Context: an optimization exercise on an open-source flow, tuned for small area, a short achievable clock period and few clock cycles per item. The choices shown serve that exercise and are no tape-out recipe.
Function was checked by simulation only, so behaviour that the tests miss may differ from the original.

==> inputs of job 2381 <==
Design nearest_path_segment_search_top, start of the top module:
module nearest_path_segment_search_top #(
    parameter int PATH_DEPTH  = nps_pkg::PATH_DEPTH_DEF,
    parameter int COORD_WIDTH = nps_pkg::COORD_WIDTH_DEF,
    parameter int NL          = 2,
    parameter logic [24:0] REGM = 25'b1111111111111111101010100
) (
    input  logic                              clk,
    input  logic                              rst_n,
    input  logic                              cfg_we,
    input  logic                              cfg_index,
    input  logic [nps_pkg::CFG_DATA_W-1:0]    cfg_data,
    input  logic                              in_valid,
    output logic                              in_ready,
    input  logic                              opcode,
    input  logic [nps_pkg::INDEX_W-1:0]       point_index,
    input  logic signed [COORD_WIDTH-1:0]     coord_x,
    input  logic signed [COORD_WIDTH-1:0]     coord_y,
    output logic                              out_valid,
    input  logic                              out_ready,
    output logic [nps_pkg::INDEX_W-1:0]       target_index
);
    localparam int CW    = COORD_WIDTH;
  ...
==> flow/config.mk <==
export PLATFORM = sky130hd
export DESIGN_NAME = nearest_path_segment_search_top
export DESIGN_NICKNAME = nearest_path_segment_search_top
export VERILOG_FILES = /design/flow/design.v
export SDC_FILE = /design/flow/constraint.sdc
export NUM_CORES = 4
export LEC_CHECK = 0
export ABC_CLOCK_PERIOD_IN_PS = 3500
export CAP_MARGIN = 20
export CORE_MARGIN = 2
export CORE_UTILIZATION = 55
export CTS_CLUSTER_DIAMETER = 100
export CTS_CLUSTER_SIZE = 30
export PLACE_DENSITY = 0.65
export SLEW_MARGIN = 20
==> flow/constraint.sdc <==
create_clock -name core_clock -period 10.0 [get_ports {clk}]
set_input_delay 2.0000 -clock core_clock [delete_from_list [all_inputs] [get_ports {clk}]]
set_output_delay 2.0000 -clock core_clock [all_outputs]
set_load 0.01 [all_outputs]
standard.sh (not shown) runs the stock make flow with config.mk's settings and CLKGATE_MAP_FILE= SYNTH_SCRIPT=/design/flow/synth_recipe.tcl, a recipe that flattens the netlist after the stock synthesis.
==> flow/flow/run.sh <==
#!/bin/bash
set -euo pipefail
cd "$(dirname "${BASH_SOURCE[0]}")/.."
bash standard.sh SETUP_SLACK_MARGIN=6.0 finish > flow_standard.log 2>&1
==> inputs of job 8065, as changes to job 2381 <==
--- a/flow/design.v
+++ b/flow/design.v
@@ -4073,10 +4073,11 @@
     parameter int NL = 1,
     parameter int SW = 1
 ) (
     input  logic                   clk,
     input  logic [24:0]            den,
+    input  logic [26:0]            den3,
     input  logic [NL-1:0][9:0]     rem0,
     input  logic [NL-1:0][15:0]    dvd,
     input  logic [NL-1:0]          sat,
     input  logic [NL-1:0][SW-1:0]  side_in,
     output logic [NL-1:0][31:0]    quo,
@@ -4090,11 +4091,11 @@
         logic [24:0] den_i, den_o;
         logic [26:0] den3_i, den3_o;
         if (k == 0)
         begin : g_d0
             assign den_i  = ~den;
-            assign den3_i = ~(27'(den) + {1'b0, den, 1'b0});
+            assign den3_i = ~den3;
         end
         else
         begin : g_dn
             assign den_i  = g_st[k-1].den_o;
             assign den3_i = g_st[k-1].den3_o;
@@ -4365,23 +4366,26 @@
             .by   (ry[l]),
             .root (dj[l])
         );
     end
     logic [24:0]              den_r;
+    logic [26:0]              den3_r;
     logic                     lnz_r;
     logic [NL-1:0][26:0]      d3_r;
     logic [NL-1:0]            fl_r;
     logic [NL-1:0][25:0]      num;
     logic [NL-1:0][9:0]       rem0;
     logic [NL-1:0][15:0]      dvd;
     logic [NL-1:0]            sat;
-    logic [NL-1:0][1:0]       side_r;
+    logic [NL-1:0][2:0]       side_r;
     logic [NL-1:0][31:0]      quo;
-    logic [NL-1:0][1:0]       side_q;
+    logic [NL-1:0][2:0]       side_q;
+    logic [NL-1:0][31:0]      ratio;
     always_ff @(posedge clk)
     begin
         den_r <= len;
+        den3_r <= 27'(len) + {1'b0, len, 1'b0};
         lnz_r <= (len != '0);
         for (int l = 0; l < NL; l++)
         begin
             d3_r[l] <= 27'(di[l]) + 27'(dj[l]) - 27'(len);
             fl_r[l] <= (25'(dj[l]) < 25'(lookahead_reg));
@@ -4390,22 +4394,23 @@
     always_comb
     begin
         for (int l = 0; l < NL; l++)
         begin
             num[l]    = d3_r[l][26] ? 26'd0 : d3_r[l][25:0];
-            rem0[l]   = num[l][25:16];
-            dvd[l]    = num[l][15:0];
+            rem0[l]   = d3_r[l][25:16];
+            dvd[l]    = d3_r[l][15:0];
             sat[l]    = (den_r[24:10] == '0) && (num[l][25:16] >= den_r[9:0]);
-            side_r[l] = {lnz_r, fl_r[l]};
+            side_r[l] = {d3_r[l][26], lnz_r, fl_r[l]};
         end
     end
     nps_div #(
         .NL (NL),
-        .SW (2)
+        .SW (3)
     ) u_div (
         .clk      (clk),
         .den      (den_r),
+        .den3     (den3_r),
         .rem0     (rem0),
         .dvd      (dvd),
         .sat      (sat),
         .side_in  (side_r),
         .quo      (quo),
@@ -4460,24 +4465,31 @@
                     end
                 end
             end
         end
     end
+    always_comb
+    begin
+        for (int l = 0; l < NL; l++)
+        begin
+            ratio[l] = side_q[l][2] ? 32'd0 : quo[l];
+        end
+    end
     always_ff @(posedge clk)
     begin
         for (int l = 0; l < NL; l++)
         begin
             if (mark[l])
             begin
                 found[l] <= 1'b0;
             end
             else if (tact[l] && seg_ok && side_q[l][1]
-                     && (!found[l] || (quo[l] < best_ratio[l])
-                         || ((quo[l] == best_ratio[l]) && (tpos < best_pos[l]))))
+                     && (!found[l] || (ratio[l] < best_ratio[l])
+                         || ((ratio[l] == best_ratio[l]) && (tpos < best_pos[l]))))
             begin
                 found[l]      <= 1'b1;
-                best_ratio[l] <= quo[l];
+                best_ratio[l] <= ratio[l];
                 best_pos[l]   <= tpos;
                 best_end[l]   <= (side_q[l][0] && ((tp7 + 7'd1) < n)) ? (tpos + 6'd1) : tpos;
             end
         end
     end
==> flow/flow/run.sh (replaced) <==
#!/bin/bash
set -euo pipefail
cd "$(dirname "${BASH_SOURCE[0]}")/.."
bash standard.sh SETUP_SLACK_MARGIN=6.2 finish > flow_standard.log 2>&1
--- a/flow/config.mk
+++ b/flow/config.mk
@@ -6,10 +6,10 @@
 export NUM_CORES = 4
 export LEC_CHECK = 0
 export ABC_CLOCK_PERIOD_IN_PS = 3500
 export CAP_MARGIN = 20
 export CORE_MARGIN = 2
-export CORE_UTILIZATION = 55
-export CTS_CLUSTER_DIAMETER = 100
-export CTS_CLUSTER_SIZE = 30
-export PLACE_DENSITY = 0.65
+export CORE_UTILIZATION = 66
+export CTS_CLUSTER_DIAMETER = 90
+export CTS_CLUSTER_SIZE = 25
+export PLACE_DENSITY = 0.76
 export SLEW_MARGIN = 20
==> run summary <==
quantity                                                                     job 8065        job 2381
Status                                                       timing/DRC/antenna clean  timing/DRC/antenna clean
Post-synth net total                                                            52640           53230
Number of buffers added by the clock tree synthesis step                          480             422
Number of non-clock inverters in the layout                                      3436            3475
Detail Route met3 WL                                                   111400 microns   86190 microns
Routed met2 length                                                     608800 microns  612600 microns
Clock buffer and inverter area fraction after layout                           2.803%          2.596%
Register-to-register setup slack                                              5.81 ns         5.37 ns
Worst path buffer plus inverter count                                               4               2
Synth Area in Simple Gates                                                     10.07%          10.46%
Share of flip-flops with an asynchronous set or reset after synthesis         0.8882%         0.8935%
Worst-case headroom to the max-slew limit                                      18.49%          11.66%
Testbench counts of job 2381, summed over its fixed seeds: cycles 9,792, queries 192.
Testbench counts of job 8065, summed over its fixed seeds: cycles 9,792, queries 192.

what the ideal ports hide:
How much do the figures lean on ideal ports? The routed layouts below were timed once more, with nothing changed but the port constraints. Step 1 assumes that a clkbuf_16 drives the clock port and a buf_2 every other input. Step 2 times the ports against the registers' clock, not the clock port: input delays grow and output delays shrink by t, the midpoint of the rising clock arrivals with the driver on. a / b / c = ideal ports / drivers / drivers and shift; a / b = the first two.
run | t, ns | setup slack, ns | worst setup path at the end | cell pins on the clock port's net
job 2381 | 1.271 | 5.365 / 5.365 / 5.293 | input to register | 1
job 8065 | 1.262 | 5.813 / 5.813 / 5.313 | input to register | 1
After both steps every run listed still meets setup and hold. For job 8065, which loses most, drivers alone change the setup slack by 0.000 ns; drivers and shift together by -0.500 ns.
